Source: an optimization exercise on an open RTL-to-GDS flow (aim: small area). Production flows keep margins and buffers that such runs may drop.
In this exercise RTL edits were held to simulation tests only and were not proved equivalent to the original.
Power and IR drop assume default switching activity.

[flow/run.sh]
#!/bin/bash
# synth_recipe.tcl (not shown) runs the flow's synth.tcl, then flattens the netlist and writes it again
# the make line also repeats each setting of config.mk as NAME=value (left out here)
make -C /OpenROAD-flow-scripts/flow DESIGN_CONFIG=/design/flow/config.mk WORK_HOME=/design/flow/orfs CLKGATE_MAP_FILE= SYNTH_SCRIPT=/design/flow/synth_recipe.tcl finish
[flow/design.v]
package cache_pkg;
  typedef enum logic { REPL_LRU = 1'b0, REPL_PLRU = 1'b1 } repl_mode_e;
  typedef enum logic { INIT = 1'b0, RUN = 1'b1 } fsm_e;
  function automatic int way_w(input int assoc);
    way_w = $clog2(assoc);
  endfunction
  function automatic int off_w(input int block_size);
    off_w = $clog2(block_size);
  endfunction
  function automatic int idx_w(input int cache_size, input int block_size, input int assoc);
    idx_w = $clog2(cache_size / (block_size * assoc));
  endfunction
endpackage
import cache_pkg::*;
module cache_victim_sel
#(
  parameter int         ASSOC   = 4,
  parameter logic       POLICY  = REPL_LRU,
  localparam int        WAY_W   = $clog2(ASSOC),
  localparam int        STATE_W = ASSOC * WAY_W
) (
  input  logic [STATE_W-1:0] set_state,
  input  logic [ASSOC-1:0]   way_valid,
  output logic [WAY_W-1:0]   victim
);
  logic [WAY_W-1:0] inv_way;
  logic [WAY_W-1:0] lru_way;
  logic [WAY_W-1:0] plru_way;
  logic             any_inv;
  logic             on_path;
  int               node;
  int               dir;
  always_comb begin
    inv_way  = '0;
    any_inv  = 1'b0;
    lru_way  = '0;
    plru_way = '0;
    on_path  = 1'b0;
    node     = 0;
    dir      = 0;
    for (int w = ASSOC - 1; w >= 0; w--) begin
      if (!way_valid[w]) begin
        inv_way = WAY_W'(w);
        any_inv = 1'b1;
      end
    end
    for (int w = 0; w < ASSOC; w++) begin
      if (set_state[w*WAY_W +: WAY_W] == '0) lru_way = WAY_W'(w);
    end
    for (int w = 0; w < ASSOC; w++) begin
      on_path = 1'b1;
      for (int d = 0; d < WAY_W; d++) begin
        node = (ASSOC + w) >> (WAY_W - d);
        dir  = (w >> (WAY_W - 1 - d)) & 1;
        if (int'(set_state[node]) != dir) on_path = 1'b0;
      end
      if (on_path) plru_way = WAY_W'(w);
    end
    if (any_inv)                   victim = inv_way;
    else if (POLICY == REPL_PLRU)  victim = plru_way;
    else                           victim = lru_way;
  end
endmodule
import cache_pkg::*;
module cache_repl_policy
#(
  parameter int  ASSOC      = 4,
  parameter int  CACHE_SIZE = 32768,
  parameter int  BLOCK_SIZE = 16,
  parameter int  ADDR_WIDTH = 32,
  parameter int  MODE       = 0,
  localparam int WAY_W      = $clog2(ASSOC),
  localparam int OFF_W      = $clog2(BLOCK_SIZE),
  localparam int IDX_W      = $clog2(CACHE_SIZE / (BLOCK_SIZE * ASSOC))
) (
  input  logic                  clock,
  input  logic                  rst,
  input  logic                  upd_valid_i,
  input  logic [ADDR_WIDTH-1:0] upd_addr_i,
  input  logic [WAY_W-1:0]      upd_way_i,
  input  logic                  vic_req_i,
  input  logic [ADDR_WIDTH-1:0] vic_addr_i,
  input  logic [ASSOC-1:0]      way_valid_i,
  output logic                  vic_valid_o,
  output logic [WAY_W-1:0]      vic_way_o,
  output logic                  init_busy_o
);
  localparam int         SETS    = CACHE_SIZE / (BLOCK_SIZE * ASSOC);
  localparam int         STATE_W = ASSOC * WAY_W;
  localparam logic       POLICY  = (MODE == 1) ? REPL_PLRU : REPL_LRU;
  cache_pkg::fsm_e    fsm_cur, fsm_nxt;
  logic               running;
  logic [IDX_W-1:0]   init_cnt;
  logic [STATE_W-1:0] state_mem [SETS];
  logic [IDX_W-1:0]   upd_idx, vic_idx, wr_idx;
  logic [STATE_W-1:0] upd_cur, upd_next, vic_cur, init_word, wr_data;
  logic [WAY_W-1:0]   hit_rank, victim;
  logic               wr_en;
  logic               unused_addr_bits;
  assign upd_idx = upd_addr_i[OFF_W+IDX_W-1:OFF_W];
  assign vic_idx = vic_addr_i[OFF_W+IDX_W-1:OFF_W];
  assign unused_addr_bits = ^{upd_addr_i[ADDR_WIDTH-1:OFF_W+IDX_W], upd_addr_i[OFF_W-1:0],
                              vic_addr_i[ADDR_WIDTH-1:OFF_W+IDX_W], vic_addr_i[OFF_W-1:0]};
  always_ff @(posedge clock) begin
    if (rst) fsm_cur <= INIT;
    else     fsm_cur <= fsm_nxt;
  end
  always_comb begin
    fsm_nxt = fsm_cur;
    if (fsm_cur == INIT && init_cnt == IDX_W'(SETS - 1)) fsm_nxt = RUN;
  end
  always_comb begin
    init_busy_o = (fsm_cur == INIT);
    running     = (fsm_cur == RUN);
  end
  always_ff @(posedge clock) begin
    if (rst)              init_cnt <= '0;
    else if (init_busy_o) init_cnt <= init_cnt + 1'b1;
  end
  always_comb begin
    init_word = '0;
    if (POLICY == REPL_LRU) begin
      for (int w = 0; w < ASSOC; w++) init_word[w*WAY_W +: WAY_W] = WAY_W'(w);
    end
  end
  assign upd_cur = state_mem[upd_idx];
  assign vic_cur = state_mem[vic_idx];
  always_comb begin
    upd_next = upd_cur;
    hit_rank = '0;
    if (POLICY == REPL_LRU) begin
      for (int w = 0; w < ASSOC; w++) begin
        if (upd_way_i == WAY_W'(w)) hit_rank = upd_cur[w*WAY_W +: WAY_W];
      end
      for (int w = 0; w < ASSOC; w++) begin
        if (upd_way_i == WAY_W'(w))
          upd_next[w*WAY_W +: WAY_W] = WAY_W'(ASSOC - 1);
        else if (upd_cur[w*WAY_W +: WAY_W] > hit_rank)
          upd_next[w*WAY_W +: WAY_W] = upd_cur[w*WAY_W +: WAY_W] - 1'b1;
      end
    end else begin
      for (int k = 1; k < ASSOC; k++) begin
        if (((ASSOC + int'(upd_way_i)) >> (WAY_W - ($clog2(k + 1) - 1))) == k)
          upd_next[k] = ((int'(upd_way_i) >> (WAY_W - $clog2(k + 1))) & 1) == 0;
      end
    end
  end
  always_comb begin
    wr_en   = 1'b0;
    wr_idx  = upd_idx;
    wr_data = upd_next;
    if (init_busy_o) begin
      wr_en   = 1'b1;
      wr_idx  = init_cnt;
      wr_data = init_word;
    end else if (upd_valid_i) begin
      wr_en = 1'b1;
    end
  end
  always_ff @(posedge clock) begin
    if (!rst && wr_en) state_mem[wr_idx] <= wr_data;
  end
  cache_victim_sel #(
    .ASSOC  (ASSOC),
    .POLICY (POLICY)
  ) u_victim_sel (
    .set_state (vic_cur),
    .way_valid (way_valid_i),
    .victim    (victim)
  );
  always_ff @(posedge clock) begin
    if (rst) begin
      vic_valid_o <= 1'b0;
      vic_way_o   <= '0;
    end else begin
      vic_valid_o <= running && vic_req_i;
      if (running && vic_req_i) vic_way_o <= victim;
    end
  end
endmodule
module cache_repl8 (
  input  logic        clock,
  input  logic        rst,
  input  logic        upd_valid_i,
  input  logic [31:0] upd_addr_i,
  input  logic [2:0]  upd_way_i,
  input  logic        vic_req_i,
  input  logic [31:0] vic_addr_i,
  input  logic [7:0]  way_valid_i,
  output logic        vic_valid_o,
  output logic [2:0]  vic_way_o,
  output logic        init_busy_o
);
  cache_repl_policy #(
    .ASSOC      (8),
    .CACHE_SIZE (32768),
    .BLOCK_SIZE (16),
    .ADDR_WIDTH (32),
    .MODE       (0)
  ) u_policy (
    .clock       (clock),
    .rst         (rst),
    .upd_valid_i (upd_valid_i),
    .upd_addr_i  (upd_addr_i),
    .upd_way_i   (upd_way_i),
    .vic_req_i   (vic_req_i),
    .vic_addr_i  (vic_addr_i),
    .way_valid_i (way_valid_i),
    .vic_valid_o (vic_valid_o),
    .vic_way_o   (vic_way_o),
    .init_busy_o (init_busy_o)
  );
endmodule
[flow/config.mk]
export PLATFORM = sky130hd
export DESIGN_NAME = cache_repl8
export DESIGN_NICKNAME = cache_repl8
export VERILOG_FILES = /design/flow/design.v
export SDC_FILE = /design/flow/constraint.sdc
export NUM_CORES = 4
export LEC_CHECK = 0
export CAP_MARGIN = 40
export CORE_MARGIN = 2
export CORE_UTILIZATION = 30
export PLACE_DENSITY = 0.35
export SLEW_MARGIN = 40
export SYNTH_MEMORY_MAX_BITS = 16384
[flow/constraint.sdc]
create_clock -name core_clock -period 10.0 [get_ports {clock}]
set_input_delay 2.0000 -clock core_clock [delete_from_list [all_inputs] [get_ports {clock}]]
set_output_delay 2.0000 -clock core_clock [all_outputs]
set_load 0.01 [all_outputs]
==> results.sh <==
export IMPL_synth_seq_area_share_pct=69.8
export IMPL_drv_slew=0
export IMPL_min_path_type="flop to flop"
export IMPL_grtUsageTotal_pct=24.6
export IMPL_worst_setup_path_start_kind="primary input"
export IMPL_dp_cells=25700
export IMPL_crit_type="primary input to flop"
export IMPL_rr_startpoint="u_policy.state_mem[82][2]"
export IMPL_core_sq_mm=0.881
export IMPL_wire_per_inst_um=41.2
export IMPL_synth_top_family_by_area="multiplexers"
export IMPL_place_gp_congestion=0.878
export IMPL_post_cts_setup_buffer_count=0
export IMPL_max_cap_violations=0
export IMPL_synthCells=13900
export IMPL_worst_slew_pin_slew_ns=0.978
export IMPL_r2r_end="u_policy.state_mem[116][11]"
export IMPL_crit_required_ns=10.84
export IMPL_instances_no_fill=27200
export IMPL_start_util_pct=30.0
export IMPL_grt_pass1_vias=158000
export IMPL_syn_nets=14000
export IMPL_core_rowCount=345
export IMPL_grt_pass1_wl_mm=1490
export IMPL_cp_max_fo=111
export IMPL_antenna_found_initial=126
export IMPL_powerDensity_mw_per_mm2=188
export IMPL_finalHoldViolCount=0
export IMPL_synth_compound_area_share_pct=4.10
export IMPL_critical_path_top_delay_family="multiplexers"
export IMPL_postLayoutCoreUtil_pct=35.7
export IMPL_io_buffers=35
export IMPL_hold_path_startpoint="u_policy.vic_way_o[2]"
export IMPL_yosysTopAreaCell="edfxtp_1"
export IMPL_whs_path_depth=2
export IMPL_fill_cells=81300
export IMPL_hold_ws_ns=0.465
export IMPL_maxSlewHeadroom_pct=34.4
export IMPL_synthMuxAreaShare_pct=19.5
export IMPL_synth_area_top_cells="edfxtp_1 (70%), mux4_2 (19%), nor3_1 (1.8%)"
export IMPL_grt_max_degree=145
export IMPL_drtPass1Iterations=6
export IMPL_drtIter0Drc=19000
export IMPL_ys_types=81
export IMPL_route_detailed_drc=0
export IMPL_synth_fa_ha_area_share_pct=0.118
export IMPL_synth_xor_xnor_area_share_pct=0.0530
export IMPL_timing_fmax_mhz=117
export IMPL_synth_area_sq_mm=0.265
export IMPL_ys_flop_type="edfxtp_1"
export IMPL_cts_tree="built"
export IMPL_rr_worst_depth=13
export IMPL_met3_length_mm=73.4
export IMPL_holdBufCountCts=0
export IMPL_ys_ff_latch=6157
export IMPL_cts_made_buffers=724
export IMPL_cp_end_kind="flop"
export IMPL_cts_root_buf="clkbuf_16"
export IMPL_synth_edf_count=6144
export IMPL_clkTransAtPathRegs_ns=0.06
export IMPL_leakage_nw=96.2
export IMPL_ctsLongestPathBuffers=4
export IMPL_layout_nets=14800
export IMPL_vias=156000
export IMPL_overflow=0
export IMPL_viasPerCell=5.72
export IMPL_syn_avg_cell_area_sq_um=19.0
export IMPL_synth_simple_area_share_pct=4.84
export IMPL_final_antenna_net_count=0
export IMPL_path_cells="buf_16 > buf_16 > buf_12 > buf_4 > mux4_2 > mux4_2 > mux4_2 > mux4_2 > mux4_2 > a21oi_4 > ha_1 > or3b_4 > o221ai_4 > nor4b_1 > nor4_4 > buf_12 > buf_16"
export IMPL_finalCritPeriodShare_pct=85.1
export IMPL_wl_met1_mm=470
export IMPL_setup_viol=0
export IMPL_critPathLaunch="upd_addr_i[4]"
export IMPL_synthArstFlopShare_pct=0
export IMPL_arrival_ns=9.35
export IMPL_slowest_stage="mux4_2"
export IMPL_dp_hpwl_mm=755
export IMPL_clk_insertion_delay_late_ns=1.19
export IMPL_crit_path_frequent_cell="mux4_2"
export IMPL_clock_sinks=6157
export IMPL_run_status="complete, no violations"
export IMPL_rrSetupSlack_ns=3.37
export IMPL_drive_above_1_share_pct=30.4
export IMPL_io_pins=84
export IMPL_ctsResizeCount=0
export IMPL_wl_mm=1120
export IMPL_dr_max_layer_used="met5"
export IMPL_wl_met2_mm=530
export IMPL_fin_skew_ns=0.0843
export IMPL_rsz0062_at_grt="false"
export IMPL_crit_path_end="u_policy.state_mem[116][11]"
export IMPL_period_minus_slack_ns=8.51
export IMPL_slowest_delay_ns=0.69
export IMPL_timing_critical_path_buf_inv=6
export IMPL_htreeDepth=6
export IMPL_synth_top_area_share_pct=69.7
export IMPL_worst_path_stages=17
export IMPL_synthToLayoutAreaGrowth_pct=18.8
export IMPL_ir_drop_mv=0.198
export IMPL_die_w_um=943
export IMPL_die_area_sq_mm=0.890
export IMPL_yosysWarnings=2
export IMPL_dieHeight_um=943
==> layer usage <==
layer,global-route usage (%),up-vias
met4,9.14,28
met1,33.2,86100
met2,39.9,6737
met5,0,-
met3,4.24,1409
li1,-,61500
==> logic make-up after synthesis <==
family	after synthesis
AO/OA/AOI/OAI	1663
XOR/XNOR	16
adder cells (fa/ha/maj)	25
buffers and inverters	972
flip-flops	6157
multiplexers	2412
AND/OR/NAND/NOR	2650
==> where the power goes <==
| part | internal (W) | switching (W) |
|---|---|---|
| combinational | 0.00143 | 0.00271 |
| clock | 0.0157 | 0.0113 |
| sequential | 0.0280 | 0.00000637 |
| total | 0.0451 | 0.0140 |
==> synthesized netlist by cell type (32+ instances only) <==
cell          n
o21ai_0      97
a2111oi_0   128
edfxtp_1   6144
nor3_1      966
o311ai_0     37
buf_2       229
buf_4        48
a211oi_1    364
mux2i_1     202
nor2_1      827
inv_1        32
a22oi_1      97
mux4_2     2182
o211ai_1     38
a21oi_1     683
buf_1       185
nand3_1      59
nand2_1     195
o22ai_1      46
nor4_1      459
clkbuf_1    451
==> state kept, by name (all words and copies together) (netlist names) <==
name,count
u_policy.fsm_cur,1
u_policy.state_mem,6144
u_policy.init_cnt,8
u_policy.vic_valid_o,1
u_policy.vic_way_o,3
==> layout make-up <==
type                       instances  area (sq um)  area share, %
multi-input combinational       6766         78600           25.0
antenna                          151           378          0.120
inverter                          37           178         0.0565
sequential                      6157        185000           58.8
clock buffer                     872         18800           5.99
tap                            11800         14800           4.70
timing repair buffer             980         11600           3.69
clock inverter                   464          5170           1.64
==> layout by cell type, fill, tap and decap left out, drive strengths merged, types with 29 or more instances in the layout <==
cell | netlist | layout
a22oi | 97 | 97
o211ai | 39 | 39
o21ai | 98 | 98
clkinv | 3 | 326
a21oi | 683 | 683
nor4 | 459 | 459
edfxtp | 6144 | 6144
buf | 484 | 960
diode | 0 | 151
nand2 | 195 | 195
a211oi | 364 | 364
a2111oi | 128 | 128
mux2i | 202 | 202
o22ai | 46 | 46
inv | 34 | 62
o311ai | 37 | 37
nand3 | 59 | 59
bufinv | 0 | 84
nor3 | 966 | 966
mux4 | 2182 | 2182
clkbuf | 451 | 873
clkinvlp | 0 | 29
nor2 | 827 | 827
==> worst min path at each step <==
stage,slack [ns],endpoint
global route,0.48,u_policy.vic_way_o[2]
floorplan,0.47,u_policy.init_cnt[0]
detailed placement,0.46,u_policy.vic_way_o[2]
global placement,0.45,u_policy.vic_way_o[2]
CTS,0.47,u_policy.vic_way_o[2]
finish,0.47,u_policy.vic_way_o[2]
==> stage by stage <==
step	setup TNS, ns	instance area [sq um]	worst slack, ns	total power (W)
6_report	0	314000	1.49	0.0590
5_1_grt	0	314000	1.48	0.0607
4_1_cts	0	314000	1.69	0.0597
3_5_place_dp	0	290000	0.442	0.0327
3_3_place_gp	0	287000	0.576	0.0327
2_1_floorplan	-9853.23	266000	-4.91	0.0306
==> worst reg2reg max path, stage by stage, from the launching register on <==
cell and delay (ns):
edfxtp_1 0.38, mux4_2 0.47, mux4_2 0.71, mux4_2 0.80, mux4_2 0.62, mux4_2 0.54, a21oi_4 0.37, ha_1 0.26
or3b_4 0.43, o221ai_4 0.28, nor4b_1 0.14, nor4_4 0.38, buf_12 0.29, buf_16 0.45

==> what the ideal ports hide <==
In the flow no input, the clock included, has a driving cell. The finished layout below was timed again as built, in two steps. Step 1 (the two cells are an assumption about what drives the block):
set clk [get_ports {clock}]
set_driving_cell -lib_cell sky130_fd_sc_hd__clkbuf_16 $clk
set_driving_cell -lib_cell sky130_fd_sc_hd__buf_2 [delete_from_list [all_inputs] $clk]
Step 2 times the ports against the registers' clock, not the clock port: input delays grow and output delays shrink by t, the midpoint of the rising clock arrivals with the driver on. Slacks: no drivers / after step 1 / after step 2; pairs: no drivers / after step 1.
t (ns): 1.288
slack for setup (ns): 1.488 / 1.545 / 0.257
latest minus earliest clock arrival (ns): 0.084 / 0.084
worst register clock-pin slew, ns: 0.07 / 0.07
worst slew at a driven data input, ns: 0.40
After both steps setup and hold are still met in this run. The setup slack of this run moves by +0.057 ns with the drivers and by -1.231 ns with both steps.
